Background: an optimization exercise with open tools, aiming at small area, a short achievable clock period and few clock cycles. Do not read the settings as production practice. Function was checked by simulation only, so behaviour that the tests miss may differ from the original. No activity file was given, so power comes from the tool's default toggle rates.

File: flow/flow/run.sh
#!/bin/bash
set -euo pipefail
export SETUP_SLACK_MARGIN=9.8
export BUFFER_PORTS_ARGS="-buffer_cell sky130_fd_sc_hd__buf_4"
bash standard.sh > standard.log 2>&1
File: flow/standard.sh
#!/bin/bash
# synth_recipe.tcl (not shown) runs the flow's synth.tcl, then flattens the netlist and writes it again
# the make line also repeats each setting of config.mk as NAME=value (left out here)
make -C /OpenROAD-flow-scripts/flow DESIGN_CONFIG=/design/flow/config.mk WORK_HOME=/design/flow/orfs CLKGATE_MAP_FILE= SYNTH_SCRIPT=/design/flow/synth_recipe.tcl "${@:-finish}"
File: flow/config.mk
export PLATFORM = sky130hd
export DESIGN_NAME = pcpi_systolic_mmul
export DESIGN_NICKNAME = pcpi_systolic_mmul
export VERILOG_FILES = /design/flow/design.v
export SDC_FILE = /design/flow/constraint.sdc
export NUM_CORES = 4
export LEC_CHECK = 0
export CAP_MARGIN = 20
export CORE_MARGIN = 2
export CORE_UTILIZATION = 40
export CTS_BUF_LIST = sky130_fd_sc_hd__clkbuf_16
export CTS_CLUSTER_DIAMETER = 60
export CTS_CLUSTER_SIZE = 20
export SLEW_MARGIN = 20
File: flow/constraint.sdc
create_clock -name core_clock -period 14.0 [get_ports {clk}]
set_input_delay 2.8000 -clock core_clock [delete_from_list [all_inputs] [get_ports {clk}]]
set_output_delay 2.8000 -clock core_clock [all_outputs]
set_load 0.01 [all_outputs]
File: flow/design.v
package pcpi_mmul_pkg;
  localparam logic [6:0] OPC_CUSTOM0 = 7'b0001011;
  localparam logic [2:0] F3_WRITE = 3'b000;
  localparam logic [2:0] F3_READ  = 3'b010;
  localparam logic [2:0] F3_RUN   = 3'b111;
  localparam logic [2:0] F3_CLEAR = 3'b101;
  localparam logic [7:0] REG_A      = 8'h00;
  localparam logic [7:0] REG_B      = 8'h40;
  localparam logic [7:0] REG_BIAS   = 8'h80;
  localparam logic [7:0] REG_THRESH = 8'hC0;
  typedef enum logic [1:0] {
    S_IDLE,
    S_RESP,
    S_RUN,
    S_DONE
  } state_t;
endpackage
module pcpi_mmul_pe (
  input  logic [16:0] a,
  input  logic [7:0] one,
  input  logic [7:0] two,
  input  logic [7:0] neg,
  input  logic [32:0] x0,
  input  logic [32:0] x1,
  output logic [32:0] s,
  output logic [32:0] c
);
  wire neg0 = neg[0];
  wire one0 = one[0];
  wire two0 = two[0];
  wire [17:0] pp0 = ({18{one0}} & {a[16], a} | {18{two0}} & {a, 1'b0}) ^ {18{neg0}};
  wire neg1 = neg[1];
  wire one1 = one[1];
  wire two1 = two[1];
  wire [17:0] pp1 = ({18{one1}} & {a[16], a} | {18{two1}} & {a, 1'b0}) ^ {18{neg1}};
  wire neg2 = neg[2];
  wire one2 = one[2];
  wire two2 = two[2];
  wire [17:0] pp2 = ({18{one2}} & {a[16], a} | {18{two2}} & {a, 1'b0}) ^ {18{neg2}};
  wire neg3 = neg[3];
  wire one3 = one[3];
  wire two3 = two[3];
  wire [17:0] pp3 = ({18{one3}} & {a[16], a} | {18{two3}} & {a, 1'b0}) ^ {18{neg3}};
  wire neg4 = neg[4];
  wire one4 = one[4];
  wire two4 = two[4];
  wire [17:0] pp4 = ({18{one4}} & {a[16], a} | {18{two4}} & {a, 1'b0}) ^ {18{neg4}};
  wire neg5 = neg[5];
  wire one5 = one[5];
  wire two5 = two[5];
  wire [17:0] pp5 = ({18{one5}} & {a[16], a} | {18{two5}} & {a, 1'b0}) ^ {18{neg5}};
  wire neg6 = neg[6];
  wire one6 = one[6];
  wire two6 = two[6];
  wire [17:0] pp6 = ({18{one6}} & {a[16], a} | {18{two6}} & {a, 1'b0}) ^ {18{neg6}};
  wire neg7 = neg[7];
  wire one7 = one[7];
  wire two7 = two[7];
  wire [17:0] pp7 = ({18{one7}} & {a[16], a} | {18{two7}} & {a, 1'b0}) ^ {18{neg7}};
  wire s1;
  wire c2;
  assign s1 = pp0[12] ^ pp1[10];
  assign c2 = pp0[12] & pp1[10];
  wire s3;
  wire c4;
  assign s3 = pp0[13] ^ pp1[11];
  assign c4 = pp0[13] & pp1[11];
  wire s5;
  wire c6;
  assign s5 = pp0[14] ^ pp1[12] ^ pp2[10];
  assign c6 = (pp0[14] & pp1[12]) | (pp0[14] & pp2[10]) | (pp1[12] & pp2[10]);
  wire s7;
  wire c8;
  assign s7 = pp3[8] ^ pp4[6];
  assign c8 = pp3[8] & pp4[6];
  wire s9;
  wire c10;
  assign s9 = pp0[15] ^ pp1[13] ^ pp2[11];
  assign c10 = (pp0[15] & pp1[13]) | (pp0[15] & pp2[11]) | (pp1[13] & pp2[11]);
  wire s11;
  wire c12;
  assign s11 = pp3[9] ^ pp4[7];
  assign c12 = pp3[9] & pp4[7];
  wire s13;
  wire c14;
  assign s13 = pp0[16] ^ pp1[14] ^ pp2[12];
  assign c14 = (pp0[16] & pp1[14]) | (pp0[16] & pp2[12]) | (pp1[14] & pp2[12]);
  wire s15;
  wire c16;
  assign s15 = pp3[10] ^ pp4[8];
  assign c16 = pp3[10] & pp4[8];
  wire s17;
  wire c18;
  assign s17 = ~pp0[17] ^ pp1[15] ^ pp2[13];
  assign c18 = (~pp0[17] & pp1[15]) | (~pp0[17] & pp2[13]) | (pp1[15] & pp2[13]);
  wire s19;
  wire c20;
  assign s19 = pp3[11] ^ pp4[9] ^ pp5[7];
  assign c20 = (pp3[11] & pp4[9]) | (pp3[11] & pp5[7]) | (pp4[9] & pp5[7]);
  wire s21;
  wire c22;
  assign s21 = pp1[16] ^ pp2[14] ^ pp3[12];
  assign c22 = (pp1[16] & pp2[14]) | (pp1[16] & pp3[12]) | (pp2[14] & pp3[12]);
  wire s23;
  wire c24;
  assign s23 = pp4[10] ^ pp5[8];
  assign c24 = pp4[10] & pp5[8];
  wire s25;
  wire c26;
  assign s25 = ~pp1[17] ^ pp2[15] ^ pp3[13];
  assign c26 = (~pp1[17] & pp2[15]) | (~pp1[17] & pp3[13]) | (pp2[15] & pp3[13]);
  wire s27;
  wire c28;
  assign s27 = pp2[16] ^ pp3[14];
  assign c28 = pp2[16] & pp3[14];
  wire s29;
  wire c30;
  assign s29 = pp0[6] ^ pp1[4];
  assign c30 = pp0[6] & pp1[4];
  wire s31;
  wire c32;
  assign s31 = pp0[7] ^ pp1[5];
  assign c32 = pp0[7] & pp1[5];
  wire s33;
  wire c34;
  assign s33 = pp0[8] ^ pp1[6] ^ pp2[4];
  assign c34 = (pp0[8] & pp1[6]) | (pp0[8] & pp2[4]) | (pp1[6] & pp2[4]);
  wire s35;
  wire c36;
  assign s35 = pp3[2] ^ pp4[0];
  assign c36 = pp3[2] & pp4[0];
  wire s37;
  wire c38;
  assign s37 = pp0[9] ^ pp1[7] ^ pp2[5];
  assign c38 = (pp0[9] & pp1[7]) | (pp0[9] & pp2[5]) | (pp1[7] & pp2[5]);
  wire s39;
  wire c40;
  assign s39 = pp3[3] ^ pp4[1];
  assign c40 = pp3[3] & pp4[1];
  wire s41;
  wire c42;
  assign s41 = pp0[10] ^ pp1[8] ^ pp2[6];
  assign c42 = (pp0[10] & pp1[8]) | (pp0[10] & pp2[6]) | (pp1[8] & pp2[6]);
  wire s43;
  wire c44;
  assign s43 = pp3[4] ^ pp4[2] ^ pp5[0];
  assign c44 = (pp3[4] & pp4[2]) | (pp3[4] & pp5[0]) | (pp4[2] & pp5[0]);
  wire s45;
  wire c46;
  assign s45 = neg5 ^ x0[10];
  assign c46 = neg5 & x0[10];
  wire s47;
  wire c48;
  assign s47 = pp0[11] ^ pp1[9] ^ pp2[7];
  assign c48 = (pp0[11] & pp1[9]) | (pp0[11] & pp2[7]) | (pp1[9] & pp2[7]);
  wire s49;
  wire c50;
  assign s49 = pp3[5] ^ pp4[3] ^ pp5[1];
  assign c50 = (pp3[5] & pp4[3]) | (pp3[5] & pp5[1]) | (pp4[3] & pp5[1]);
  wire s51;
  wire c52;
  assign s51 = x0[11] ^ x1[11];
  assign c52 = x0[11] & x1[11];
  wire s53;
  wire c54;
  assign s53 = s1 ^ pp2[8] ^ pp3[6];
  assign c54 = (s1 & pp2[8]) | (s1 & pp3[6]) | (pp2[8] & pp3[6]);
  wire s55;
  wire c56;
  assign s55 = pp4[4] ^ pp5[2] ^ pp6[0];
  assign c56 = (pp4[4] & pp5[2]) | (pp4[4] & pp6[0]) | (pp5[2] & pp6[0]);
  wire s57;
  wire c58;
  assign s57 = neg6 ^ x0[12] ^ x1[12];
  assign c58 = (neg6 & x0[12]) | (neg6 & x1[12]) | (x0[12] & x1[12]);
  wire s59;
  wire c60;
  assign s59 = c2 ^ s3 ^ pp2[9];
  assign c60 = (c2 & s3) | (c2 & pp2[9]) | (s3 & pp2[9]);
  wire s61;
  wire c62;
  assign s61 = pp3[7] ^ pp4[5] ^ pp5[3];
  assign c62 = (pp3[7] & pp4[5]) | (pp3[7] & pp5[3]) | (pp4[5] & pp5[3]);
  wire s63;
  wire c64;
  assign s63 = pp6[1] ^ x0[13] ^ x1[13];
  assign c64 = (pp6[1] & x0[13]) | (pp6[1] & x1[13]) | (x0[13] & x1[13]);
  wire s65;
  wire c66;
  assign s65 = c4 ^ s5 ^ s7;
  assign c66 = (c4 & s5) | (c4 & s7) | (s5 & s7);
  wire s67;
  wire c68;
  assign s67 = pp5[4] ^ pp6[2] ^ pp7[0];
  assign c68 = (pp5[4] & pp6[2]) | (pp5[4] & pp7[0]) | (pp6[2] & pp7[0]);
  wire s69;
  wire c70;
  assign s69 = neg7 ^ x0[14] ^ x1[14];
  assign c70 = (neg7 & x0[14]) | (neg7 & x1[14]) | (x0[14] & x1[14]);
  wire s71;
  wire c72;
  assign s71 = c6 ^ c8 ^ s9;
  assign c72 = (c6 & c8) | (c6 & s9) | (c8 & s9);
  wire s73;
  wire c74;
  assign s73 = s11 ^ pp5[5] ^ pp6[3];
  assign c74 = (s11 & pp5[5]) | (s11 & pp6[3]) | (pp5[5] & pp6[3]);
  wire s75;
  wire c76;
  assign s75 = pp7[1] ^ x0[15] ^ x1[15];
  assign c76 = (pp7[1] & x0[15]) | (pp7[1] & x1[15]) | (x0[15] & x1[15]);
  wire s77;
  wire c78;
  assign s77 = c10 ^ c12 ^ s13;
  assign c78 = (c10 & c12) | (c10 & s13) | (c12 & s13);
  wire s79;
  wire c80;
  assign s79 = s15 ^ pp5[6] ^ pp6[4];
  assign c80 = (s15 & pp5[6]) | (s15 & pp6[4]) | (pp5[6] & pp6[4]);
  wire s81;
  wire c82;
  assign s81 = pp7[2] ^ x0[16] ^ x1[16];
  assign c82 = (pp7[2] & x0[16]) | (pp7[2] & x1[16]) | (x0[16] & x1[16]);
  wire s83;
  wire c84;
  assign s83 = c14 ^ c16 ^ s17;
  assign c84 = (c14 & c16) | (c14 & s17) | (c16 & s17);
  wire s85;
  wire c86;
  assign s85 = s19 ^ pp6[5] ^ pp7[3];
  assign c86 = (s19 & pp6[5]) | (s19 & pp7[3]) | (pp6[5] & pp7[3]);
  wire s87;
  wire c88;
  assign s87 = x0[17] ^ x1[17] ^ 1'b1;
  assign c88 = (x0[17] & x1[17]) | (x0[17] & 1'b1) | (x1[17] & 1'b1);
  wire s89;
  wire c90;
  assign s89 = c18 ^ c20 ^ s21;
  assign c90 = (c18 & c20) | (c18 & s21) | (c20 & s21);
  wire s91;
  wire c92;
  assign s91 = s23 ^ pp6[6] ^ pp7[4];
  assign c92 = (s23 & pp6[6]) | (s23 & pp7[4]) | (pp6[6] & pp7[4]);
  wire s93;
  wire c94;
  assign s93 = x0[18] ^ x1[18] ^ 1'b1;
  assign c94 = (x0[18] & x1[18]) | (x0[18] & 1'b1) | (x1[18] & 1'b1);
  wire s95;
  wire c96;
  assign s95 = c22 ^ c24 ^ s25;
  assign c96 = (c22 & c24) | (c22 & s25) | (c24 & s25);
  wire s97;
  wire c98;
  assign s97 = pp4[11] ^ pp5[9] ^ pp6[7];
  assign c98 = (pp4[11] & pp5[9]) | (pp4[11] & pp6[7]) | (pp5[9] & pp6[7]);
  wire s99;
  wire c100;
  assign s99 = pp7[5] ^ x0[19] ^ x1[19];
  assign c100 = (pp7[5] & x0[19]) | (pp7[5] & x1[19]) | (x0[19] & x1[19]);
  wire s101;
  wire c102;
  assign s101 = c26 ^ s27 ^ pp4[12];
  assign c102 = (c26 & s27) | (c26 & pp4[12]) | (s27 & pp4[12]);
  wire s103;
  wire c104;
  assign s103 = pp5[10] ^ pp6[8] ^ pp7[6];
  assign c104 = (pp5[10] & pp6[8]) | (pp5[10] & pp7[6]) | (pp6[8] & pp7[6]);
  wire s105;
  wire c106;
  assign s105 = x0[20] ^ x1[20] ^ 1'b1;
  assign c106 = (x0[20] & x1[20]) | (x0[20] & 1'b1) | (x1[20] & 1'b1);
  wire s107;
  wire c108;
  assign s107 = c28 ^ ~pp2[17] ^ pp3[15];
  assign c108 = (c28 & ~pp2[17]) | (c28 & pp3[15]) | (~pp2[17] & pp3[15]);
  wire s109;
  wire c110;
  assign s109 = pp4[13] ^ pp5[11] ^ pp6[9];
  assign c110 = (pp4[13] & pp5[11]) | (pp4[13] & pp6[9]) | (pp5[11] & pp6[9]);
  wire s111;
  wire c112;
  assign s111 = pp7[7] ^ x0[21] ^ x1[21];
  assign c112 = (pp7[7] & x0[21]) | (pp7[7] & x1[21]) | (x0[21] & x1[21]);
  wire s113;
  wire c114;
  assign s113 = pp3[16] ^ pp4[14] ^ pp5[12];
  assign c114 = (pp3[16] & pp4[14]) | (pp3[16] & pp5[12]) | (pp4[14] & pp5[12]);
  wire s115;
  wire c116;
  assign s115 = pp6[10] ^ pp7[8] ^ x0[22];
  assign c116 = (pp6[10] & pp7[8]) | (pp6[10] & x0[22]) | (pp7[8] & x0[22]);
  wire s117;
  wire c118;
  assign s117 = x1[22] ^ 1'b1;
  assign c118 = x1[22] & 1'b1;
  wire s119;
  wire c120;
  assign s119 = ~pp3[17] ^ pp4[15] ^ pp5[13];
  assign c120 = (~pp3[17] & pp4[15]) | (~pp3[17] & pp5[13]) | (pp4[15] & pp5[13]);
  wire s121;
  wire c122;
  assign s121 = pp6[11] ^ pp7[9] ^ x0[23];
  assign c122 = (pp6[11] & pp7[9]) | (pp6[11] & x0[23]) | (pp7[9] & x0[23]);
  wire s123;
  wire c124;
  assign s123 = pp4[16] ^ pp5[14] ^ pp6[12];
  assign c124 = (pp4[16] & pp5[14]) | (pp4[16] & pp6[12]) | (pp5[14] & pp6[12]);
  wire s125;
  wire c126;
  assign s125 = pp7[10] ^ x0[24];
  assign c126 = pp7[10] & x0[24];
  wire s127;
  wire c128;
  assign s127 = ~pp4[17] ^ pp5[15] ^ pp6[13];
  assign c128 = (~pp4[17] & pp5[15]) | (~pp4[17] & pp6[13]) | (pp5[15] & pp6[13]);
  wire s129;
  wire c130;
  assign s129 = pp5[16] ^ pp6[14];
  assign c130 = pp5[16] & pp6[14];
  wire s131;
  wire c132;
  assign s131 = pp0[2] ^ pp1[0];
  assign c132 = pp0[2] & pp1[0];
  wire s133;
  wire c134;
  assign s133 = pp0[3] ^ pp1[1];
  assign c134 = pp0[3] & pp1[1];
  wire s135;
  wire c136;
  assign s135 = pp0[4] ^ pp1[2] ^ pp2[0];
  assign c136 = (pp0[4] & pp1[2]) | (pp0[4] & pp2[0]) | (pp1[2] & pp2[0]);
  wire s137;
  wire c138;
  assign s137 = neg2 ^ x0[4];
  assign c138 = neg2 & x0[4];
  wire s139;
  wire c140;
  assign s139 = pp0[5] ^ pp1[3] ^ pp2[1];
  assign c140 = (pp0[5] & pp1[3]) | (pp0[5] & pp2[1]) | (pp1[3] & pp2[1]);
  wire s141;
  wire c142;
  assign s141 = x0[5] ^ x1[5];
  assign c142 = x0[5] & x1[5];
  wire s143;
  wire c144;
  assign s143 = s29 ^ pp2[2] ^ pp3[0];
  assign c144 = (s29 & pp2[2]) | (s29 & pp3[0]) | (pp2[2] & pp3[0]);
  wire s145;
  wire c146;
  assign s145 = neg3 ^ x0[6] ^ x1[6];
  assign c146 = (neg3 & x0[6]) | (neg3 & x1[6]) | (x0[6] & x1[6]);
  wire s147;
  wire c148;
  assign s147 = c30 ^ s31 ^ pp2[3];
  assign c148 = (c30 & s31) | (c30 & pp2[3]) | (s31 & pp2[3]);
  wire s149;
  wire c150;
  assign s149 = pp3[1] ^ x0[7] ^ x1[7];
  assign c150 = (pp3[1] & x0[7]) | (pp3[1] & x1[7]) | (x0[7] & x1[7]);
  wire s151;
  wire c152;
  assign s151 = c32 ^ s33 ^ s35;
  assign c152 = (c32 & s33) | (c32 & s35) | (s33 & s35);
  wire s153;
  wire c154;
  assign s153 = neg4 ^ x0[8] ^ x1[8];
  assign c154 = (neg4 & x0[8]) | (neg4 & x1[8]) | (x0[8] & x1[8]);
  wire s155;
  wire c156;
  assign s155 = c34 ^ c36 ^ s37;
  assign c156 = (c34 & c36) | (c34 & s37) | (c36 & s37);
  wire s157;
  wire c158;
  assign s157 = s39 ^ x0[9] ^ x1[9];
  assign c158 = (s39 & x0[9]) | (s39 & x1[9]) | (x0[9] & x1[9]);
  wire s159;
  wire c160;
  assign s159 = c38 ^ c40 ^ s41;
  assign c160 = (c38 & c40) | (c38 & s41) | (c40 & s41);
  wire s161;
  wire c162;
  assign s161 = s43 ^ s45 ^ x1[10];
  assign c162 = (s43 & s45) | (s43 & x1[10]) | (s45 & x1[10]);
  wire s163;
  wire c164;
  assign s163 = c42 ^ c44 ^ c46;
  assign c164 = (c42 & c44) | (c42 & c46) | (c44 & c46);
  wire s165;
  wire c166;
  assign s165 = s47 ^ s49 ^ s51;
  assign c166 = (s47 & s49) | (s47 & s51) | (s49 & s51);
  wire s167;
  wire c168;
  assign s167 = c48 ^ c50 ^ c52;
  assign c168 = (c48 & c50) | (c48 & c52) | (c50 & c52);
  wire s169;
  wire c170;
  assign s169 = s53 ^ s55 ^ s57;
  assign c170 = (s53 & s55) | (s53 & s57) | (s55 & s57);
  wire s171;
  wire c172;
  assign s171 = c54 ^ c56 ^ c58;
  assign c172 = (c54 & c56) | (c54 & c58) | (c56 & c58);
  wire s173;
  wire c174;
  assign s173 = s59 ^ s61 ^ s63;
  assign c174 = (s59 & s61) | (s59 & s63) | (s61 & s63);
  wire s175;
  wire c176;
  assign s175 = c60 ^ c62 ^ c64;
  assign c176 = (c60 & c62) | (c60 & c64) | (c62 & c64);
  wire s177;
  wire c178;
  assign s177 = s65 ^ s67 ^ s69;
  assign c178 = (s65 & s67) | (s65 & s69) | (s67 & s69);
  wire s179;
  wire c180;
  assign s179 = c66 ^ c68 ^ c70;
  assign c180 = (c66 & c68) | (c66 & c70) | (c68 & c70);
  wire s181;
  wire c182;
  assign s181 = s71 ^ s73 ^ s75;
  assign c182 = (s71 & s73) | (s71 & s75) | (s73 & s75);
  wire s183;
  wire c184;
  assign s183 = c72 ^ c74 ^ c76;
  assign c184 = (c72 & c74) | (c72 & c76) | (c74 & c76);
  wire s185;
  wire c186;
  assign s185 = s77 ^ s79 ^ s81;
  assign c186 = (s77 & s79) | (s77 & s81) | (s79 & s81);
  wire s187;
  wire c188;
  assign s187 = c78 ^ c80 ^ c82;
  assign c188 = (c78 & c80) | (c78 & c82) | (c80 & c82);
  wire s189;
  wire c190;
  assign s189 = s83 ^ s85 ^ s87;
  assign c190 = (s83 & s85) | (s83 & s87) | (s85 & s87);
  wire s191;
  wire c192;
  assign s191 = c84 ^ c86 ^ c88;
  assign c192 = (c84 & c86) | (c84 & c88) | (c86 & c88);
  wire s193;
  wire c194;
  assign s193 = s89 ^ s91 ^ s93;
  assign c194 = (s89 & s91) | (s89 & s93) | (s91 & s93);
  wire s195;
  wire c196;
  assign s195 = c90 ^ c92 ^ c94;
  assign c196 = (c90 & c92) | (c90 & c94) | (c92 & c94);
  wire s197;
  wire c198;
  assign s197 = s95 ^ s97 ^ s99;
  assign c198 = (s95 & s97) | (s95 & s99) | (s97 & s99);
  wire s199;
  wire c200;
  assign s199 = c96 ^ c98 ^ c100;
  assign c200 = (c96 & c98) | (c96 & c100) | (c98 & c100);
  wire s201;
  wire c202;
  assign s201 = s101 ^ s103 ^ s105;
  assign c202 = (s101 & s103) | (s101 & s105) | (s103 & s105);
  wire s203;
  wire c204;
  assign s203 = c102 ^ c104 ^ c106;
  assign c204 = (c102 & c104) | (c102 & c106) | (c104 & c106);
  wire s205;
  wire c206;
  assign s205 = s107 ^ s109 ^ s111;
  assign c206 = (s107 & s109) | (s107 & s111) | (s109 & s111);
  wire s207;
  wire c208;
  assign s207 = c108 ^ c110 ^ c112;
  assign c208 = (c108 & c110) | (c108 & c112) | (c110 & c112);
  wire s209;
  wire c210;
  assign s209 = s113 ^ s115 ^ s117;
  assign c210 = (s113 & s115) | (s113 & s117) | (s115 & s117);
  wire s211;
  wire c212;
  assign s211 = c114 ^ c116 ^ c118;
  assign c212 = (c114 & c116) | (c114 & c118) | (c116 & c118);
  wire s213;
  wire c214;
  assign s213 = s119 ^ s121 ^ x1[23];
  assign c214 = (s119 & s121) | (s119 & x1[23]) | (s121 & x1[23]);
  wire s215;
  wire c216;
  assign s215 = c120 ^ c122 ^ s123;
  assign c216 = (c120 & c122) | (c120 & s123) | (c122 & s123);
  wire s217;
  wire c218;
  assign s217 = s125 ^ x1[24] ^ 1'b1;
  assign c218 = (s125 & x1[24]) | (s125 & 1'b1) | (x1[24] & 1'b1);
  wire s219;
  wire c220;
  assign s219 = c124 ^ c126 ^ s127;
  assign c220 = (c124 & c126) | (c124 & s127) | (c126 & s127);
  wire s221;
  wire c222;
  assign s221 = pp7[11] ^ x0[25] ^ x1[25];
  assign c222 = (pp7[11] & x0[25]) | (pp7[11] & x1[25]) | (x0[25] & x1[25]);
  wire s223;
  wire c224;
  assign s223 = c128 ^ s129 ^ pp7[12];
  assign c224 = (c128 & s129) | (c128 & pp7[12]) | (s129 & pp7[12]);
  wire s225;
  wire c226;
  assign s225 = x0[26] ^ x1[26] ^ 1'b1;
  assign c226 = (x0[26] & x1[26]) | (x0[26] & 1'b1) | (x1[26] & 1'b1);
  wire s227;
  wire c228;
  assign s227 = c130 ^ ~pp5[17] ^ pp6[15];
  assign c228 = (c130 & ~pp5[17]) | (c130 & pp6[15]) | (~pp5[17] & pp6[15]);
  wire s229;
  wire c230;
  assign s229 = pp7[13] ^ x0[27] ^ x1[27];
  assign c230 = (pp7[13] & x0[27]) | (pp7[13] & x1[27]) | (x0[27] & x1[27]);
  wire s231;
  wire c232;
  assign s231 = pp6[16] ^ pp7[14] ^ x0[28];
  assign c232 = (pp6[16] & pp7[14]) | (pp6[16] & x0[28]) | (pp7[14] & x0[28]);
  wire s233;
  wire c234;
  assign s233 = x1[28] ^ 1'b1;
  assign c234 = x1[28] & 1'b1;
  wire s235;
  wire c236;
  assign s235 = ~pp6[17] ^ pp7[15] ^ x0[29];
  assign c236 = (~pp6[17] & pp7[15]) | (~pp6[17] & x0[29]) | (pp7[15] & x0[29]);
  wire s237;
  wire c238;
  assign s237 = pp7[16] ^ x0[30];
  assign c238 = pp7[16] & x0[30];
  wire s239;
  wire c240;
  assign s239 = pp0[0] ^ neg0;
  assign c240 = pp0[0] & neg0;
  wire s241;
  wire c242;
  assign s241 = pp0[1] ^ x0[1];
  assign c242 = pp0[1] & x0[1];
  wire s243;
  wire c244;
  assign s243 = s131 ^ neg1 ^ x0[2];
  assign c244 = (s131 & neg1) | (s131 & x0[2]) | (neg1 & x0[2]);
  wire s245;
  wire c246;
  assign s245 = c132 ^ s133 ^ x0[3];
  assign c246 = (c132 & s133) | (c132 & x0[3]) | (s133 & x0[3]);
  wire s247;
  wire c248;
  assign s247 = c134 ^ s135 ^ s137;
  assign c248 = (c134 & s135) | (c134 & s137) | (s135 & s137);
  wire s249;
  wire c250;
  assign s249 = c136 ^ c138 ^ s139;
  assign c250 = (c136 & c138) | (c136 & s139) | (c138 & s139);
  wire s251;
  wire c252;
  assign s251 = c140 ^ c142 ^ s143;
  assign c252 = (c140 & c142) | (c140 & s143) | (c142 & s143);
  wire s253;
  wire c254;
  assign s253 = c144 ^ c146 ^ s147;
  assign c254 = (c144 & c146) | (c144 & s147) | (c146 & s147);
  wire s255;
  wire c256;
  assign s255 = c148 ^ c150 ^ s151;
  assign c256 = (c148 & c150) | (c148 & s151) | (c150 & s151);
  wire s257;
  wire c258;
  assign s257 = c152 ^ c154 ^ s155;
  assign c258 = (c152 & c154) | (c152 & s155) | (c154 & s155);
  wire s259;
  wire c260;
  assign s259 = c156 ^ c158 ^ s159;
  assign c260 = (c156 & c158) | (c156 & s159) | (c158 & s159);
  wire s261;
  wire c262;
  assign s261 = c160 ^ c162 ^ s163;
  assign c262 = (c160 & c162) | (c160 & s163) | (c162 & s163);
  wire s263;
  wire c264;
  assign s263 = c164 ^ c166 ^ s167;
  assign c264 = (c164 & c166) | (c164 & s167) | (c166 & s167);
  wire s265;
  wire c266;
  assign s265 = c168 ^ c170 ^ s171;
  assign c266 = (c168 & c170) | (c168 & s171) | (c170 & s171);
  wire s267;
  wire c268;
  assign s267 = c172 ^ c174 ^ s175;
  assign c268 = (c172 & c174) | (c172 & s175) | (c174 & s175);
  wire s269;
  wire c270;
  assign s269 = c176 ^ c178 ^ s179;
  assign c270 = (c176 & c178) | (c176 & s179) | (c178 & s179);
  wire s271;
  wire c272;
  assign s271 = c180 ^ c182 ^ s183;
  assign c272 = (c180 & c182) | (c180 & s183) | (c182 & s183);
  wire s273;
  wire c274;
  assign s273 = c184 ^ c186 ^ s187;
  assign c274 = (c184 & c186) | (c184 & s187) | (c186 & s187);
  wire s275;
  wire c276;
  assign s275 = c188 ^ c190 ^ s191;
  assign c276 = (c188 & c190) | (c188 & s191) | (c190 & s191);
  wire s277;
  wire c278;
  assign s277 = c192 ^ c194 ^ s195;
  assign c278 = (c192 & c194) | (c192 & s195) | (c194 & s195);
  wire s279;
  wire c280;
  assign s279 = c196 ^ c198 ^ s199;
  assign c280 = (c196 & c198) | (c196 & s199) | (c198 & s199);
  wire s281;
  wire c282;
  assign s281 = c200 ^ c202 ^ s203;
  assign c282 = (c200 & c202) | (c200 & s203) | (c202 & s203);
  wire s283;
  wire c284;
  assign s283 = c204 ^ c206 ^ s207;
  assign c284 = (c204 & c206) | (c204 & s207) | (c206 & s207);
  wire s285;
  wire c286;
  assign s285 = c208 ^ c210 ^ s211;
  assign c286 = (c208 & c210) | (c208 & s211) | (c210 & s211);
  wire s287;
  wire c288;
  assign s287 = c212 ^ c214 ^ s215;
  assign c288 = (c212 & c214) | (c212 & s215) | (c214 & s215);
  wire s289;
  wire c290;
  assign s289 = c216 ^ c218 ^ s219;
  assign c290 = (c216 & c218) | (c216 & s219) | (c218 & s219);
  wire s291;
  wire c292;
  assign s291 = c220 ^ c222 ^ s223;
  assign c292 = (c220 & c222) | (c220 & s223) | (c222 & s223);
  wire s293;
  wire c294;
  assign s293 = c224 ^ c226 ^ s227;
  assign c294 = (c224 & c226) | (c224 & s227) | (c226 & s227);
  wire s295;
  wire c296;
  assign s295 = c228 ^ c230 ^ s231;
  assign c296 = (c228 & c230) | (c228 & s231) | (c230 & s231);
  wire s297;
  wire c298;
  assign s297 = c232 ^ c234 ^ s235;
  assign c298 = (c232 & c234) | (c232 & s235) | (c234 & s235);
  wire s299;
  wire c300;
  assign s299 = c236 ^ s237 ^ x1[30];
  assign c300 = (c236 & s237) | (c236 & x1[30]) | (s237 & x1[30]);
  wire s301;
  wire c302;
  assign s301 = c238 ^ ~pp7[17] ^ x0[31];
  assign c302 = (c238 & ~pp7[17]) | (c238 & x0[31]) | (~pp7[17] & x0[31]);
  wire s303;
  wire c304;
  assign s303 = x0[32] ^ x1[32];
  assign c304 = x0[32] & x1[32];
  wire s305;
  wire c306;
  assign s305 = s239 ^ x0[0];
  assign c306 = s239 & x0[0];
  wire s307;
  wire c308;
  assign s307 = c240 ^ s241 ^ x1[1];
  assign c308 = (c240 & s241) | (c240 & x1[1]) | (s241 & x1[1]);
  wire s309;
  wire c310;
  assign s309 = c242 ^ s243 ^ x1[2];
  assign c310 = (c242 & s243) | (c242 & x1[2]) | (s243 & x1[2]);
  wire s311;
  wire c312;
  assign s311 = c244 ^ s245 ^ x1[3];
  assign c312 = (c244 & s245) | (c244 & x1[3]) | (s245 & x1[3]);
  wire s313;
  wire c314;
  assign s313 = c246 ^ s247 ^ x1[4];
  assign c314 = (c246 & s247) | (c246 & x1[4]) | (s247 & x1[4]);
  wire s315;
  wire c316;
  assign s315 = c248 ^ s249 ^ s141;
  assign c316 = (c248 & s249) | (c248 & s141) | (s249 & s141);
  wire s317;
  wire c318;
  assign s317 = c250 ^ s251 ^ s145;
  assign c318 = (c250 & s251) | (c250 & s145) | (s251 & s145);
  wire s319;
  wire c320;
  assign s319 = c252 ^ s253 ^ s149;
  assign c320 = (c252 & s253) | (c252 & s149) | (s253 & s149);
  wire s321;
  wire c322;
  assign s321 = c254 ^ s255 ^ s153;
  assign c322 = (c254 & s255) | (c254 & s153) | (s255 & s153);
  wire s323;
  wire c324;
  assign s323 = c256 ^ s257 ^ s157;
  assign c324 = (c256 & s257) | (c256 & s157) | (s257 & s157);
  wire s325;
  wire c326;
  assign s325 = c258 ^ s259 ^ s161;
  assign c326 = (c258 & s259) | (c258 & s161) | (s259 & s161);
  wire s327;
  wire c328;
  assign s327 = c260 ^ s261 ^ s165;
  assign c328 = (c260 & s261) | (c260 & s165) | (s261 & s165);
  wire s329;
  wire c330;
  assign s329 = c262 ^ s263 ^ s169;
  assign c330 = (c262 & s263) | (c262 & s169) | (s263 & s169);
  wire s331;
  wire c332;
  assign s331 = c264 ^ s265 ^ s173;
  assign c332 = (c264 & s265) | (c264 & s173) | (s265 & s173);
  wire s333;
  wire c334;
  assign s333 = c266 ^ s267 ^ s177;
  assign c334 = (c266 & s267) | (c266 & s177) | (s267 & s177);
  wire s335;
  wire c336;
  assign s335 = c268 ^ s269 ^ s181;
  assign c336 = (c268 & s269) | (c268 & s181) | (s269 & s181);
  wire s337;
  wire c338;
  assign s337 = c270 ^ s271 ^ s185;
  assign c338 = (c270 & s271) | (c270 & s185) | (s271 & s185);
  wire s339;
  wire c340;
  assign s339 = c272 ^ s273 ^ s189;
  assign c340 = (c272 & s273) | (c272 & s189) | (s273 & s189);
  wire s341;
  wire c342;
  assign s341 = c274 ^ s275 ^ s193;
  assign c342 = (c274 & s275) | (c274 & s193) | (s275 & s193);
  wire s343;
  wire c344;
  assign s343 = c276 ^ s277 ^ s197;
  assign c344 = (c276 & s277) | (c276 & s197) | (s277 & s197);
  wire s345;
  wire c346;
  assign s345 = c278 ^ s279 ^ s201;
  assign c346 = (c278 & s279) | (c278 & s201) | (s279 & s201);
  wire s347;
  wire c348;
  assign s347 = c280 ^ s281 ^ s205;
  assign c348 = (c280 & s281) | (c280 & s205) | (s281 & s205);
  wire s349;
  wire c350;
  assign s349 = c282 ^ s283 ^ s209;
  assign c350 = (c282 & s283) | (c282 & s209) | (s283 & s209);
  wire s351;
  wire c352;
  assign s351 = c284 ^ s285 ^ s213;
  assign c352 = (c284 & s285) | (c284 & s213) | (s285 & s213);
  wire s353;
  wire c354;
  assign s353 = c286 ^ s287 ^ s217;
  assign c354 = (c286 & s287) | (c286 & s217) | (s287 & s217);
  wire s355;
  wire c356;
  assign s355 = c288 ^ s289 ^ s221;
  assign c356 = (c288 & s289) | (c288 & s221) | (s289 & s221);
  wire s357;
  wire c358;
  assign s357 = c290 ^ s291 ^ s225;
  assign c358 = (c290 & s291) | (c290 & s225) | (s291 & s225);
  wire s359;
  wire c360;
  assign s359 = c292 ^ s293 ^ s229;
  assign c360 = (c292 & s293) | (c292 & s229) | (s293 & s229);
  wire s361;
  wire c362;
  assign s361 = c294 ^ s295 ^ s233;
  assign c362 = (c294 & s295) | (c294 & s233) | (s295 & s233);
  wire s363;
  wire c364;
  assign s363 = c296 ^ s297 ^ x1[29];
  assign c364 = (c296 & s297) | (c296 & x1[29]) | (s297 & x1[29]);
  wire s365;
  wire c366;
  assign s365 = c298 ^ s299 ^ 1'b1;
  assign c366 = (c298 & s299) | (c298 & 1'b1) | (s299 & 1'b1);
  wire s367;
  wire c368;
  assign s367 = c300 ^ s301 ^ x1[31];
  assign c368 = (c300 & s301) | (c300 & x1[31]) | (s301 & x1[31]);
  wire s369;
  wire c370;
  assign s369 = c302 ^ s303 ^ 1'b1;
  assign c370 = (c302 & s303) | (c302 & 1'b1) | (s303 & 1'b1);
  assign s = {c368, c366, c364, c362, c360, c358, c356, c354, c352, c350, c348, c346, c344, c342, c340, c338, c336, c334, c332, c330, c328, c326, c324, c322, c320, c318, c316, c314, c312, c310, c308, c306, s305};
  assign c = {s369, s367, s365, s363, s361, s359, s357, s355, s353, s351, s349, s347, s345, s343, s341, s339, s337, s335, s333, s331, s329, s327, s325, s323, s321, s319, s317, s315, s313, s311, s309, s307, x1[0]};
endmodule
module pcpi_systolic_mmul #(
  parameter int N    = 3,
  parameter int DW   = 16,
  parameter int ACCW = 2*DW+$clog2(N)+1
) (
  input  logic        clk,
  input  logic        resetn,
  input  logic        pcpi_valid,
  input  logic [31:0] pcpi_insn,
  input  logic [31:0] pcpi_rs1,
  input  logic [31:0] pcpi_rs2,
  output logic        pcpi_wr,
  output logic [31:0] pcpi_rd,
  output logic        pcpi_wait,
  output logic        pcpi_ready
);
  localparam int NN = 9;
  localparam int PW = 33;
  logic [15:0]   a_m    [NN];
  logic [15:0]   b_m    [NN];
  logic [15:0]   thresh;
  logic [PW-1:0] cp     [NN];
  logic [PW-1:0] c_m    [NN];    
  logic          c_zero;         
  function automatic logic [31:0] sat32(input logic [PW-1:0] v);
    if (v[32] != v[31]) sat32 = v[32] ? 32'h8000_0000 : 32'h7fff_ffff;
    else                sat32 = v[31:0];
  endfunction
  function automatic logic [8:0] rot_row(input logic [8:0] x);
    rot_row = {x[7:6], x[8], x[4:3], x[5], x[1:0], x[2]};
  endfunction
  function automatic logic [8:0] rot_col(input logic [8:0] x);
    rot_col = {x[5:0], x[8:6]};
  endfunction
  logic [2:0] f3;
  logic       is_op, blocked;
  logic       f_write, f_read, f_run, f_clear, accept;
  assign f3      = pcpi_insn[14:12];
  assign is_op   = pcpi_valid && (pcpi_insn[6:0] == pcpi_mmul_pkg::OPC_CUSTOM0) && !blocked;
  assign f_write = is_op && (f3 == pcpi_mmul_pkg::F3_WRITE);
  assign f_read  = is_op && (f3 == pcpi_mmul_pkg::F3_READ);
  assign f_run   = is_op && (f3 == pcpi_mmul_pkg::F3_RUN);
  assign f_clear = is_op && (f3 == pcpi_mmul_pkg::F3_CLEAR);
  assign accept  = f_write || f_read || f_run || f_clear;
  logic [7:0] idx;
  logic [8:0] idx_oh;      
  logic       hi_zero, w_ok;
  assign idx     = pcpi_rs1[7:0];
  assign hi_zero = (pcpi_rs1[31:8] == '0);
  always_comb
    for (int k = 0; k < NN; k++) idx_oh[k] = (idx[3:0] == 4'(k));
  assign w_ok    = hi_zero && (((idx[7:6] != 2'b11) && (idx[5:4] == 2'b00) && (|idx_oh))
                               || (idx == pcpi_mmul_pkg::REG_THRESH));
  logic [PW-1:0] rd_raw;
  logic [31:0]   rd_val;
  always_comb begin
    rd_raw = '0;
    for (int k = 0; k < NN; k++)
      rd_raw = rd_raw | (c_m[k] & {PW{idx_oh[k]}});
    rd_val = sat32(rd_raw);
    if (idx[7:4] != 4'd0 || c_zero) rd_val = '0;
  end
  logic          rst_q;        
  logic          w_pend;       
  logic [1:0]    w_mat;        
  logic [8:0]    w_oh;         
  logic [2:0]    w_r, w_c;     
  logic [15:0]   w_data;       
  logic        s1_act;
  logic [8:0]  s1_tgt;
  logic [8:0] tgt0, oh0;
  always_comb begin
    if (w_mat == 2'd0) begin
      tgt0 = {2'b00, w_r[2], 2'b00, w_r[1], 2'b00, w_r[0]};
      oh0  = {2'b00, w_c[2], 2'b00, w_c[1], 2'b00, w_c[0]};
    end else begin
      tgt0 = {6'd0, w_c};
      oh0  = {6'd0, w_r};
    end
  end
  logic       nx_isa;          
  logic       nx_bias;         
  logic [1:0] nx_cnt;          
  logic [8:0] nx_oh;
  logic [8:0] nx_aoh;
  logic [2:0] s1_r, nx_m;
  always_comb begin
    s1_r = {|s1_tgt[8:6], |s1_tgt[5:3], |s1_tgt[2:0]};
    nx_m = {|nx_oh[8:6], |nx_oh[5:3], |nx_oh[2:0]};
    nx_aoh = {{3{s1_r[2]}} & nx_m, {3{s1_r[1]}} & nx_m, {3{s1_r[0]}} & nx_m};
  end
  logic ld0, ld_ab, ld_bias, step, step_bias;
  assign ld0       = w_pend && (w_mat != 2'd3);
  assign ld_ab     = w_pend && !w_mat[1];
  assign ld_bias   = w_pend && (w_mat == 2'd2);
  assign step      = !ld0 && (nx_cnt != 2'd0);
  assign step_bias = step && nx_bias;
  logic [8:0]  sel_a, sel_b;
  logic [15:0] mux_a, mux_b, m_val, op_val;
  logic        m_from_b;
  logic [16:0] delta, mcand;
  always_comb begin
    m_from_b = ld_ab ? (w_mat == 2'd1) : (step && !nx_isa);
    if (ld_bias)   sel_a = {2'b00, w_r[2], 2'b00, w_r[1], 2'b00, w_r[0]};   
    else if (ld_ab) sel_a = (w_mat == 2'd0) ? w_oh : oh0;
    else           sel_a = nx_isa ? nx_aoh : nx_oh;
    if (ld_bias)   sel_b = {6'd0, w_c};                                       
    else if (ld_ab) sel_b = (w_mat == 2'd1) ? w_oh : oh0;
    else           sel_b = nx_oh;
    mux_a = '0;
    mux_b = '0;
    for (int k = 0; k < NN; k++) begin
      mux_a = mux_a | ({16{sel_a[k]}} & a_m[k]);
      mux_b = mux_b | ({16{sel_b[k]}} & b_m[k]);
    end
    m_val  = m_from_b ? mux_b : mux_a;
    op_val = m_from_b ? mux_a : mux_b;
    delta  = {w_data[15], w_data} - {m_val[15], m_val};
    mcand  = (ld_bias || step_bias) ? {m_val[15], m_val} : delta;
  end
  logic [7:0] b_one, b_two, b_neg;
  always_comb begin
    for (int i = 0; i < 8; i++) begin
      logic [2:0] d;
      d = {op_val[2*i+1], op_val[2*i], (i == 0) ? 1'b0 : op_val[(i == 0) ? 0 : 2*i-1]};
      b_neg[i] = d[2] & ~(d[1] & d[0]);
      b_one[i] = d[1] ^ d[0];
      b_two[i] = (d == 3'b011) || (d == 3'b100);
    end
  end
  logic [16:0]   s1_delta;
  logic [7:0]    s1_one, s1_two, s1_neg;
  logic [1:0]    s1_xm;
  logic [8:0]    s2_tgt;       
  logic [PW-1:0] s2_s, s2_c, cp_sum;
  logic [PW-1:0] x0, x1, pp_s, pp_c;
  always_comb begin
    x0 = '0;
    for (int k = 0; k < NN; k++)
      x0 = x0 | (cp[k] & {PW{s1_tgt[k] && s1_xm == 2'd0}});
    x0 = x0 | ({{17{w_data[15]}}, w_data} & {PW{s1_xm == 2'd1}})
            | (s2_s & {PW{s1_xm == 2'd2}});
    x1 = s2_c & {PW{s1_xm == 2'd2}};
  end
  pcpi_mmul_pe u_mul (
    .a   (s1_delta),
    .one (s1_one),
    .two (s1_two),
    .neg (s1_neg),
    .x0  (x0),
    .x1  (x1),
    .s   (pp_s),
    .c   (pp_c)
  );
  assign cp_sum = s2_s + s2_c;
  function automatic logic ge16(input logic [15:0] x, input logic [15:0] y);
    logic [15:0] g, q;
    logic [7:0]  g1, q1;
    logic [3:0]  g2, q2;
    logic [1:0]  g3, q3;
    g = x & ~y;
    q = x | ~y;
    for (int i = 0; i < 8; i++) begin
      g1[i] = g[2*i+1] | (q[2*i+1] & g[2*i]);
      q1[i] = q[2*i+1] & q[2*i];
    end
    for (int i = 0; i < 4; i++) begin
      g2[i] = g1[2*i+1] | (q1[2*i+1] & g1[2*i]);
      q2[i] = q1[2*i+1] & q1[2*i];
    end
    for (int i = 0; i < 2; i++) begin
      g3[i] = g2[2*i+1] | (q2[2*i+1] & g2[2*i]);
      q3[i] = q2[2*i+1] & q2[2*i];
    end
    ge16 = g3[1] | (q3[1] & (g3[0] | q3[0]));
  endfunction
  function automatic logic ge_t(input logic [PW-1:0] v, input logic [15:0] t);
    if (v[32:15] == '0 || v[32:15] == '1)
      ge_t = ge16({~v[15], v[14:0]}, {~t[15], t[14:0]});
    else
      ge_t = ~v[32];
  endfunction
  logic [8:0] mask;
  always_comb
    for (int k = 0; k < NN; k++) mask[k] = ge_t(cp[k], thresh);
  logic run_pend, busy, answer;
  assign busy   = w_pend || s1_act || (nx_cnt != '0) || (s2_tgt != '0);
  assign answer = run_pend && !busy;
  always_ff @(posedge clk) begin
    pcpi_wr <= f3[1];
    pcpi_rd <= f3[0] ? {23'd0, mask} : rd_val;
    w_mat   <= idx[7:6];
    w_oh    <= idx_oh;
    w_r     <= {idx_oh[8] | idx_oh[7] | idx_oh[6], idx_oh[5] | idx_oh[4] | idx_oh[3], idx_oh[2] | idx_oh[1] | idx_oh[0]};
    w_c     <= {idx_oh[8] | idx_oh[5] | idx_oh[2], idx_oh[7] | idx_oh[4] | idx_oh[1], idx_oh[6] | idx_oh[3] | idx_oh[0]};
    if (!resetn || f_write) w_data <= resetn ? pcpi_rs2[15:0] : 16'd0;
    if (!resetn) begin
      rst_q      <= 1'b1;
      blocked    <= 1'b0;
      pcpi_ready <= 1'b0;
      pcpi_wait  <= 1'b0;
      run_pend   <= 1'b0;
      w_pend     <= 1'b0;
    end else begin
      rst_q      <= 1'b0;
      pcpi_ready <= f_write || f_read || f_clear || answer;
      if (!pcpi_valid) blocked <= 1'b0;
      if (accept) blocked <= 1'b1;
      w_pend <= f_write && w_ok;
      if (f_run) begin
        run_pend  <= 1'b1;
        pcpi_wait <= 1'b1;
      end
      if (answer) begin
        run_pend  <= 1'b0;
        pcpi_wait <= 1'b0;
      end
    end
  end
  always_ff @(posedge clk) begin
    if (!resetn || f_clear) c_zero <= 1'b1;
    else if (answer)        c_zero <= 1'b0;
    for (int k = 0; k < NN; k++)
      if (answer) c_m[k] <= cp[k];
  end
  always_ff @(posedge clk) begin
    for (int k = 0; k < NN; k++) begin
      if (rst_q || (w_pend && w_mat == 2'd0 && w_oh[k])) a_m[k] <= w_data;
      if (rst_q || (w_pend && w_mat == 2'd1 && w_oh[k])) b_m[k] <= w_data;
    end
    if (rst_q || (w_pend && w_mat == 2'd3)) thresh <= w_data;
  end
  always_ff @(posedge clk) begin
    if (!resetn) begin
      s1_act <= 1'b0;
      nx_cnt <= '0;
    end else if (ld0) begin
      s1_act   <= 1'b1;
      s1_delta <= mcand;
      s1_tgt   <= ld_bias ? w_oh : tgt0;
      s1_xm    <= ld_bias ? 2'd1 : (s1_act && (s1_tgt & tgt0) != '0) ? 2'd2 : 2'd0;
      nx_cnt   <= 2'd2;
      nx_isa   <= (w_mat != 2'd1);
      nx_bias  <= ld_bias;
      nx_oh    <= (w_mat == 2'd1) ? rot_col(oh0) : (w_mat == 2'd0) ? rot_row(oh0) : rot_col({6'd0, w_c});
    end else if (step) begin
      s1_act <= 1'b1;
      if (nx_bias) s1_delta <= mcand;
      s1_tgt <= nx_bias ? s1_tgt : nx_isa ? rot_row(s1_tgt) : rot_col(s1_tgt);
      s1_xm  <= nx_bias ? 2'd2 : 2'd0;
      nx_cnt <= nx_cnt - 2'd1;
      nx_oh  <= nx_isa ? (nx_bias ? rot_col(nx_oh) : rot_row(nx_oh)) : rot_col(nx_oh);
    end else begin
      s1_act <= 1'b0;
    end
    s1_one <= b_one;
    s1_two <= b_two;
    s1_neg <= b_neg;
  end
  always_ff @(posedge clk) begin
    if (!resetn) begin
      s2_tgt <= '0;
      s2_s   <= '0;
      s2_c   <= '0;
    end else begin
      s2_tgt <= s1_act ? s1_tgt : 9'd0;
      s2_s   <= pp_s;
      s2_c   <= pp_c;
    end
    for (int k = 0; k < NN; k++)
      if (rst_q || s2_tgt[k]) cp[k] <= cp_sum;
  end
endmodule
==> qor.txt, run 1 <==
Clk pwr share: 24.9%
Total Wirelength: 173 mm
Iteration-0 DRC Markers: 5544
Seq pwr share: 50.4%
top-area cell type share of the netlist area: 54.6%
Synthesized Nets: 4284
hold path cells: 2
I/O pin cnt: 134
synth top area cells: edfxtp_1, dfxtp_1, fa_1
RSZ-0062 raised after global routing: true
TritonCTS clock tree: done
Yosys cell types: 81
Die X: 366 um
relative max-transition margin: 13.1%
r2r worst-path depth: 21
worst slew pin tran: 1.29 ns
storage element area: 31800 um2
CTS sink cnt: 1111
worst slack, placed: 7.68 ns
min cycle time layout: 5.23 ns
global-route wire length before repair: 243 mm
area of the core: 130000 um2
vias per cell: 6.10
Syn Inst Count: 3941
fillers: 11.5k
multi-input logic area: 19400 um2
nets@finish: 4412
number of synthesized flops with an enable pin: 953
largest net degree at the start of global routing: 181
WP data required: 14.46 ns
initial antenna violation count: 10
Remaining DRCs: 0
area leader, netlist: edfxtp_1
routed via count: 35.9k
yosys warns: 5
CP Class: flip-flop to flip-flop
clock skew: 0.0556 ns
mapped cell area: 52400 um2
vias in the first global route: 34.1k
crit start category: flip-flop
setup violators final: 0
crit path max fanout: 8
Post-CTS Hold Fix Bufs: 0
gr ovfl total: 0
Sum Neg Setup Slack: 0 ns
PortBufs: 95
final worst slack: 8.77 ns
synthesized area per cell: 13.3 um2
area grow syn2layout: 14.9%
Comb pwr share: 24.6%
Hold WS: 0.472 ns
Internal: 0.00698 W
Leakage: 21.9 nW
Clock Tree Buf Depth: 3
CP endpoint kind: flip-flop
Power per Cell Area: 178 nW/um2
Routed Antenna Nets: 0
Clk Latency, worst-skew pair: 0.74 ns
drt wl/cell: 29.4 um
fin crit share: 37.3%
Async S/R FF share, synth: 0%
HP Class: flip-flop to flip-flop
drt first pass iters: 8
Non-Filler Instances: 5892
htree depth: 3
die area: 134000 um2
CTS buffer count: 90
Starting Density: 40.4%
ys flop type: edfxtp_1
Seq/Total Area, Yosys: 60.6%
clock slew at reported path FFs: 0.07 ns
commonest non-fill, non-tap cells in the layout: edfxtp_1, a22oi_1, inv_1
Slew Viols, Final: 0
Net Sw Power: 0.00376 W
final core occ: 46.4%
Inst Count DP: 5616
CTS root buffer: clkbuf_16
Worst Path Arrival: 5.69 ns
fmax: 191 MHz
worst vdd ir: 0.000108 V
Max Cap Viol: 0
most common cell after layout, fill and taps aside: edfxtp_1
ratio of cells with drive above 1 in the final layout: 15.4%
Placer Congestion: 0.968
final hold violation count: 0
GR Util All Layers: 24.9%
dpl hpwl: 112 mm
status: finished clean
switching share of power: 35.0%
Synth Register Bits: 1111
row count: 132
Die Height: 366 um
## synth_stat cells, types with 35 or more instances
library cell,count
edfxtp_1,953
a22oi_1,332
inv_1,260
clkbuf_1,209
nand2_1,161
dfxtp_1,158
xnor2_1,158
fa_1,154
nor2_1,146
a221oi_1,123
a21oi_1,111
and2_1,104
ha_1,90
nand4_1,84
mux2i_1,71
a21o_1,69
o21ai_0,69
a22o_1,61
nand3_1,52
nor4_1,52
maj3_2,46
maj3_1,45
nand2b_1,43
nor3_1,35
## power groups by stage
stage	registers, W	clock network (W)	logic (W)
2_1_floorplan	0.00507	0	0.00163
3_3_place_gp	0.00544	0	0.00238
3_5_place_dp	0.00546	0	0.00243
4_1_cts	0.00538	0.00271	0.00251
5_1_grt	0.00547	0.00284	0.00289
6_report	0.00542	0.00268	0.00265
## logic make-up after synthesis
family | Yosys count | synth area share, %
and+or+nand+nor | 792 | 7.91
AOI/OAI and AO/OA | 917 | 13.1
xor gates and xnor gates | 190 | 3.17
adders and majority gates | 335 | 9.88
DFF | 1111 | 60.6
muxes | 84 | 1.63
buffers and inverters | 512 | 3.71
## repair_timing
| action | 4_1_cts | 5_1_grt |
|---|---|---|
| setup buffers | 51 | 37 |
| pin swaps | 27 | 33 |
| resized for setup | 114 | 86 |
| cloned | 7 | 8 |
| hold endpoints to repair | 0 | 0 |
| endpoints found under the setup margin | 102 | 149 |
## per-stage QoR
stage | instance area, um2 | power (W)
2_1_floorplan | 52700 | 0.00670
3_3_place_gp | 55200 | 0.00782
3_5_place_dp | 55200 | 0.00789
4_1_cts | 59400 | 0.0106
5_1_grt | 60200 | 0.0112
6_report | 60200 | 0.0107
## final timing paths
kind / start / end / slack (ns)
setup / recovery: s1_tgt[4]$_DFFE_PP_ / s1_delta[13]$_DFFE_PP_ / 8.77
hold / removal: blocked$_SDFFE_PN0P_ / blocked$_SDFFE_PN0P_ / 0.47
setup reg to reg: s1_tgt[4]$_DFFE_PP_ / s1_delta[13]$_DFFE_PP_ / 8.77
hold reg to reg: blocked$_SDFFE_PN0P_ / blocked$_SDFFE_PN0P_ / 0.47
## state kept, by name, indices dropped and copies added (netlist names), 9 cells and up
name and count:
s1_delta 17, c_m 297, s2_tgt 9, s2_c 33, w_oh 9, pcpi_rd 32
cp 297, s1_tgt 9, s2_s 33, a_m 144, thresh 16, nx_oh 9
b_m 144, w_data 16
## area by class of cell
cell class / count / share of cell area (%)
Tap cell: 1742 / 3.62
Multi-Input combinational cell: 2320 / 32.2
Clock inverter: 79 / 1.38
Antenna cell: 3 / 0.0125
Clock buffer: 91 / 3.78
Inverter: 272 / 1.72
Sequential cell: 1111 / 52.8
Timing Repair Buffer: 274 / 4.46
## worst max-delay path: stages, from the launching register on
cell and delay (ns):
edfxtp_1 0.42, buf_12 0.15, o31a_1 0.28, a221oi_2 0.27, nor2_1 0.10, buf_6 0.15
a222oi_1 0.73, nand3_1 0.24, a221oi_4 0.33, nand2_1 0.11, nand2_2 0.11, ha_4 0.20
a21o_1 0.15, a21o_1 0.17, a21o_1 0.15, a21o_1 0.19, maj3_2 0.36, o221ai_4 0.21
nand4b_1 0.15, a31oi_2 0.24, xor2_1 0.16, mux2i_1 0.09
## routing by layer
metal	vias up	wire length, um	share of wire (%)	GRT usage (%)
met1	18100	69100	40	35.1
met4	10	6600	3.8	8.19
met3	382	20500	12	5.46
met2	2146	76500	44	38.2
li1	15200	-	-	-
met5	-	193	0.11	0
Testbench counts, summed over its fixed seeds: cycles 19,035.
==> run 2, diff against run 1 <==
--- a/flow/design.v
+++ b/flow/design.v
@@ -872,12 +872,5 @@
   logic [8:0]  s1_tgt;
-  logic [8:0] tgt0, oh0;
-  always_comb begin
-    if (w_mat == 2'd0) begin
-      tgt0 = {2'b00, w_r[2], 2'b00, w_r[1], 2'b00, w_r[0]};
-      oh0  = {2'b00, w_c[2], 2'b00, w_c[1], 2'b00, w_c[0]};
-    end else begin
-      tgt0 = {6'd0, w_c};
-      oh0  = {6'd0, w_r};
-    end
-  end
+  logic [8:0] tgt0;
+  always_comb
+    tgt0 = (w_mat == 2'd0) ? {2'b00, w_r[2], 2'b00, w_r[1], 2'b00, w_r[0]} : {6'd0, w_c};
   logic       nx_isa;          
@@ -885,10 +878,2 @@
   logic [1:0] nx_cnt;          
-  logic [8:0] nx_oh;
-  logic [8:0] nx_aoh;
-  logic [2:0] s1_r, nx_m;
-  always_comb begin
-    s1_r = {|s1_tgt[8:6], |s1_tgt[5:3], |s1_tgt[2:0]};
-    nx_m = {|nx_oh[8:6], |nx_oh[5:3], |nx_oh[2:0]};
-    nx_aoh = {{3{s1_r[2]}} & nx_m, {3{s1_r[1]}} & nx_m, {3{s1_r[0]}} & nx_m};
-  end
   logic ld0, ld_ab, ld_bias, step, step_bias;
@@ -905,8 +890,2 @@
     m_from_b = ld_ab ? (w_mat == 2'd1) : (step && !nx_isa);
-    if (ld_bias)   sel_a = {2'b00, w_r[2], 2'b00, w_r[1], 2'b00, w_r[0]};   
-    else if (ld_ab) sel_a = (w_mat == 2'd0) ? w_oh : oh0;
-    else           sel_a = nx_isa ? nx_aoh : nx_oh;
-    if (ld_bias)   sel_b = {6'd0, w_c};                                       
-    else if (ld_ab) sel_b = (w_mat == 2'd1) ? w_oh : oh0;
-    else           sel_b = nx_oh;
     mux_a = '0;
@@ -1046,3 +1025,2 @@
       nx_bias  <= ld_bias;
-      nx_oh    <= (w_mat == 2'd1) ? rot_col(oh0) : (w_mat == 2'd0) ? rot_row(oh0) : rot_col({6'd0, w_c});
     end else if (step) begin
@@ -1053,3 +1031,2 @@
       nx_cnt <= nx_cnt - 2'd1;
-      nx_oh  <= nx_isa ? (nx_bias ? rot_col(nx_oh) : rot_row(nx_oh)) : rot_col(nx_oh);
     end else begin
@@ -1061,2 +1038,32 @@
   end
+  logic [2:0] i_r, i_c;
+  logic       rot_a, rot_b, bias_now;
+  always_comb begin
+    i_r = {idx_oh[8] | idx_oh[7] | idx_oh[6], idx_oh[5] | idx_oh[4] | idx_oh[3], idx_oh[2] | idx_oh[1] | idx_oh[0]};
+    i_c = {idx_oh[8] | idx_oh[5] | idx_oh[2], idx_oh[7] | idx_oh[4] | idx_oh[1], idx_oh[6] | idx_oh[3] | idx_oh[0]};
+    rot_a    = ld0 ? (w_mat != 2'd0) : (step && (!nx_isa || nx_bias));
+    rot_b    = ld0 ? (w_mat != 2'd1) : (step && nx_isa);
+    bias_now = ld0 ? ld_bias : nx_bias;
+  end
+  always_ff @(posedge clk) begin
+    if (f_write) begin
+      case (idx[7:6])
+        2'd0: begin                                    
+          sel_a <= idx_oh;
+          sel_b <= {2'b00, i_c[2], 2'b00, i_c[1], 2'b00, i_c[0]};
+        end
+        2'd1: begin                                    
+          sel_a <= {6'd0, i_r};
+          sel_b <= idx_oh;
+        end
+        default: begin                                 
+          sel_a <= {2'b00, i_r[2], 2'b00, i_r[1], 2'b00, i_r[0]};
+          sel_b <= {6'd0, i_c};
+        end
+      endcase
+    end else begin
+      if (rot_a) sel_a <= bias_now ? rot_row(sel_a) : rot_col(sel_a);
+      if (rot_b) sel_b <= bias_now ? rot_col(sel_b) : rot_row(sel_b);
+    end
+  end
   always_ff @(posedge clk) begin
==> run 2 against run 1 <==
  * Critical path depth is 10 lower
  * Die area is 0.68% higher
  * Routed wire length is 3.1% higher
  * Synthesized cell count is 1.8% higher
  * Core utilization is 0.52 points lower
  * Design area hardly changed
  * Hold slack better by 0.027 ns
  * Flip-flop and latch count is 9 higher
  * Power is 36% higher
  * Clock skew is 0.0055 ns lower
==> qor.txt, run 2 <==
vias in the first global route: 34.8k (+2.1%)
FF-to-FF Start: s1_xm[1]$_DFFE_PP_
count leader, synth: edfxtp_1
Slew Viols, Final: 0 (unchanged)
worst vdd ir: 0.000145 V (+34%)
fmax: 238 MHz (+24%)
Async S/R FF share, synth: 0% (unchanged)
Yosys cell types: 79 (-2.5%)
global-route wire length before repair: 251 mm (+3.3%)
Synth Area in XOR/XNOR: 3.07% (-0.10 points)
Max Cap Viol: 0 (unchanged)
Synth Area in Compound Gates: 14.4% (+1.4 points)
ratio of cells with drive above 1 in the final layout: 13.7% (-1.7 points)
Inst Count DP: 5682 (+1.2%)
Die X: 367 um (+0.34%)
CTS root buffer: clkbuf_16
area of the core: 131000 um2 (+1.1%)
crit path buf inv count: 3 (+1)
multi-input logic area: 19500 um2 (+0.26%)
synthesized area per cell: 13.2 um2 (-1.0%)
mux contribution to synthesized area: 1.38% (-0.25 points)
I/O pin cnt: 134 (unchanged)
Synthesized Nets: 4355 (+1.7%)
number of synthesized flops with an enable pin: 962 (+0.94%)
drt first pass iters: 9 (+1)
Hold Path End: c_zero$_SDFFE_PP1P_
top-area cell type share of the netlist area: 54.7% (+0.14 points)
Total Wirelength: 178 mm (+3.1%)
initial antenna violation count: 2 (-8)
dpl hpwl: 116 mm (+4.0%)
Commonest cells post-synth: edfxtp_1, a22oi_1, inv_1, clkbuf_1, nand2_1
TritonCTS clock tree: done
Syn Inst Count: 4010 (+1.8%)
Die Height: 367 um (+0.34%)
Slowest cell on crit path: a222oi_1
synth top area cells: edfxtp_1, dfxtp_1, fa_1
Largest regs: c_m (297), cp (297)
fillers: 11.6k (+0.63%)
most common cell after layout, fill and taps aside: edfxtp_1
Post-Synth Simple-Gate Area: 7.50% (-0.41 points)
ys flop type: edfxtp_1
Leakage: 21.7 nW (-0.92%)
clock slew at reported path FFs: 0.08 ns (about the same)
routed via count: 36.4k (+1.2%)
Hold WS: 0.500 ns (+0.0270 ns)
min cycle time layout: 4.20 ns (-1.02 ns)
WP data required: 14.58 ns (+0.12 ns)
worst slack, placed: 8.14 ns (+0.460 ns)
hold path cells: 2 (unchanged)
crit path max fanout: 31 (+23)
area leader, netlist: edfxtp_1
mapped cell area: 52800 um2 (+0.69%)
PortBufs: 95 (unchanged)
gr ovfl total: 0 (unchanged)
Worst path max stage delay: 0.37 ns (-0.36 ns)
storage element area: 32100 um2 (+0.84%)
htree depth: 3 (unchanged)
Routed Antenna Nets: 0 (unchanged)
r2r worst-path depth: 15 (-29%)
worst slew pin tran: 1.29 ns (-0.00883 ns)
R2R Setup Slk: 9.85 ns (+1.08 ns)
Iteration-0 DRC Markers: 5536 (-0.14%)
die area: 135000 um2 (+0.68%)
worst min-delay path startpoint: c_zero$_SDFFE_PP1P_
largest family of logic cells by synthesized area: compound AO/OA/AOI/OAI gates
final worst slack: 9.80 ns (+1.02 ns)
RSZ-0062 raised after global routing: true
delay-heaviest family, CP: compound AO/OA/AOI/OAI gates
clock skew: 0.0502 ns (-0.00547 ns)
yosys warns: 5 (unchanged)
relative max-transition margin: 13.7% (+0.59 points)
fin crit share: 30.0% (-7.3 points)
vias per cell: 6.15 (+0.83%)
CP endpoint kind: flip-flop
Remaining DRCs: 0 (unchanged)
Synth Register Bits: 1120 (+0.81%)
status: finished clean
CP Class: input port to flip-flop
nets@finish: 4438 (+0.59%)
number of inserted diodes: 0 (-3)
CP Cell Sequence: buf_12 -> nor2b_1 -> nand2_2 -> inv_1 -> buf_12 -> a222oi_1 -> o21ai_1 -> nor2_2 -> o21ai_1 -> nor2_1 -> o21ai_1
Seq/Total Area, Yosys: 60.7% (+0.095 points)
setup violators final: 0 (unchanged)
area grow syn2layout: 14.1%
Adder-Cell Fraction of Synth Area: 9.00% (-0.88 points)
row count: 133 (+0.76%)
Sum Neg Setup Slack: 0 ns (unchanged)
Placer Congestion: 0.944 (-2.5%)
largest net degree at the start of global routing: 91 (-50%)
drt wl/cell: 30.1 um (+2.7%)
Power per Cell Area: 243 nW/um2 (+36%)
final hold violation count: 0 (unchanged)
r2r endpoint: s2_c[24]$_SDFF_PN0_
Clock Tree Buf Depth: 3 (unchanged)
HP Class: flip-flop to flip-flop
Worst Path Arrival: 4.79 ns (-0.90 ns)
Clk Latency, worst-skew pair: 0.73 ns (about the same)
GR Util All Layers: 25.5% (+0.62 points)
Starting Density: 40.2% (-0.18 points)
crit start category: input port
CTS buffer count: 86 (-4.4%)
Non-Filler Instances: 5915 (+0.39%)
CTS sink cnt: 1120 (+0.81%)
CP most frequent cell: o21ai_1
commonest non-fill, non-tap cells in the layout: edfxtp_1, a22oi_1, inv_1
[run 2: cell count changes in the layout (fill, tap and decap cells not counted), moves of 20 or more]
cell      change
a31oi_1      +31
nand4_1      -23
o21ai_0      +33
nand3_1      +20
maj3_2       -45
o22ai_1      +23
a222oi_1     +22
a22oi_1      -42
a21o_1       -30
nand2_1      +26
mux2i_1      -27
buf_4        -31
nor2_1       -24
a22o_1       +28
[run 2: final cells by class]
cell class | instances | share of cell area [%]
well taps | 1755 | 3.65
inverters | 286 | 1.82
clock inverters | 67 | 1.20
clock buffers | 88 | 3.66
repair inverters | 2 | 0.0208
multi-input cells | 2353 | 32.3
flip-flops and latches | 1120 | 53.2
repair buffers | 244 | 4.11
[run 2: worst max-delay path by stage]
stage,from,to,cells past startpoint
3_5_place_dp,pcpi_rs1[0],pcpi_rd[5]$_DFF_P_,11
2_1_floorplan,nx_cnt[0]$_SDFFE_PP0P_,c_m[0][0]$_DFFE_PP_,6
5_1_grt,pcpi_rs1[1],pcpi_rd[5]$_DFF_P_,11
4_1_cts,pcpi_rs1[3],pcpi_rd[5]$_DFF_P_,11
3_3_place_gp,pcpi_rs1[0],pcpi_rd[5]$_DFF_P_,11
6_report,pcpi_rs1[1],pcpi_rd[5]$_DFF_P_,11
[run 2: metal layers]
layer | track usage [%] | wire length (um) | up-vias
met4 | 8.69 | 7400 | 2
met1 | 35.8 | 71800 | 18300
li1 | - | - | 15500
met2 | 39.4 | 79800 | 2174
met3 | 5.23 | 19200 | 392
met5 | 0 | 13 | -
[run 2: metrics by stage]
stage                     utilization, %  area (um2)  total power [W]
after floorplan                        -       53200          0.00972
after global placement              42.4       55600           0.0117
after detailed placement            42.4       55600           0.0119
after CTS                           45.3       59500           0.0146
after global routing                45.9       60200           0.0157
final                               45.9       60200           0.0146
[run 2: cell families (layout without fill, tap and decap cells)]
| family | after synthesis | after routing |
|---|---|---|
| buffers and inverters | 541 | 687 |
| AND/OR/NAND/NOR | 772 | 776 |
| multiplexers | 64 | 64 |
| AO/OA/AOI/OAI | 1031 | 1031 |
| XOR/XNOR | 185 | 185 |
| adder cells (fa/ha/maj) | 297 | 297 |
| flip-flops | 1120 | 1120 |
[run 2: what timing repair did]
item / in CTS / in global routing
hold buffers: 0 / 0
buffers inserted: 32 / 28
pin swaps: 7 / 23
endpoints found under the hold margin: 0 / 0
cloned: 9 / 9
setup endpoints to repair: 295 / 269
gates resized for setup: 104 / 91
[run 2: where the power goes]
group          internal [W]  switching, W
logic               0.00259       0.00361
registers           0.00483       0.00103
clock network       0.00127       0.00131
[run 2: worst register-to-register path: cells and delay by family (launching register included)]
kind / cells / cell delay (ns)
AO/OA/AOI/OAI: 2 / 0.30
adder cells (fa/ha/maj): 4 / 1.77
buffers and inverters: 5 / 0.63
flip-flops: 1 / 0.44
AND/OR/NAND/NOR: 4 / 0.87
Testbench counts of run 2, summed over its fixed seeds: cycles 19,035.

## static timing again, ports no longer ideal
The flow's constraints put no driver on any port. The routed layouts listed below were extracted and timed again, unchanged, in two steps. Step 1, drivers: a clkbuf_16 drives clk and a buf_2 each remaining input, both assumed. Step 2 times the ports against the registers' clock, not the clock port: input delays grow and output delays shrink by t, the midpoint of the rising clock arrivals with the driver on. Three values: ideal ports, drivers, drivers and shift; two values: the first two.
| run | t (ns) | setup slack, ns | hold WS [ns] | worst data-port slew with drivers (ns) |
|---|---|---|---|---|
| run 1 | 0.780 | 8.772 / 8.772 / 8.772 | 0.472 / 0.472 / 0.472 | 0.34 |
| run 2 | 0.779 | 9.797 / 9.704 / 8.925 | 0.500 / 0.500 / 0.500 | 0.21 |
After both steps every run listed still meets setup and hold. For run 2, which loses most, drivers alone change the setup slack by -0.093 ns; drivers and shift together by -0.872 ns.
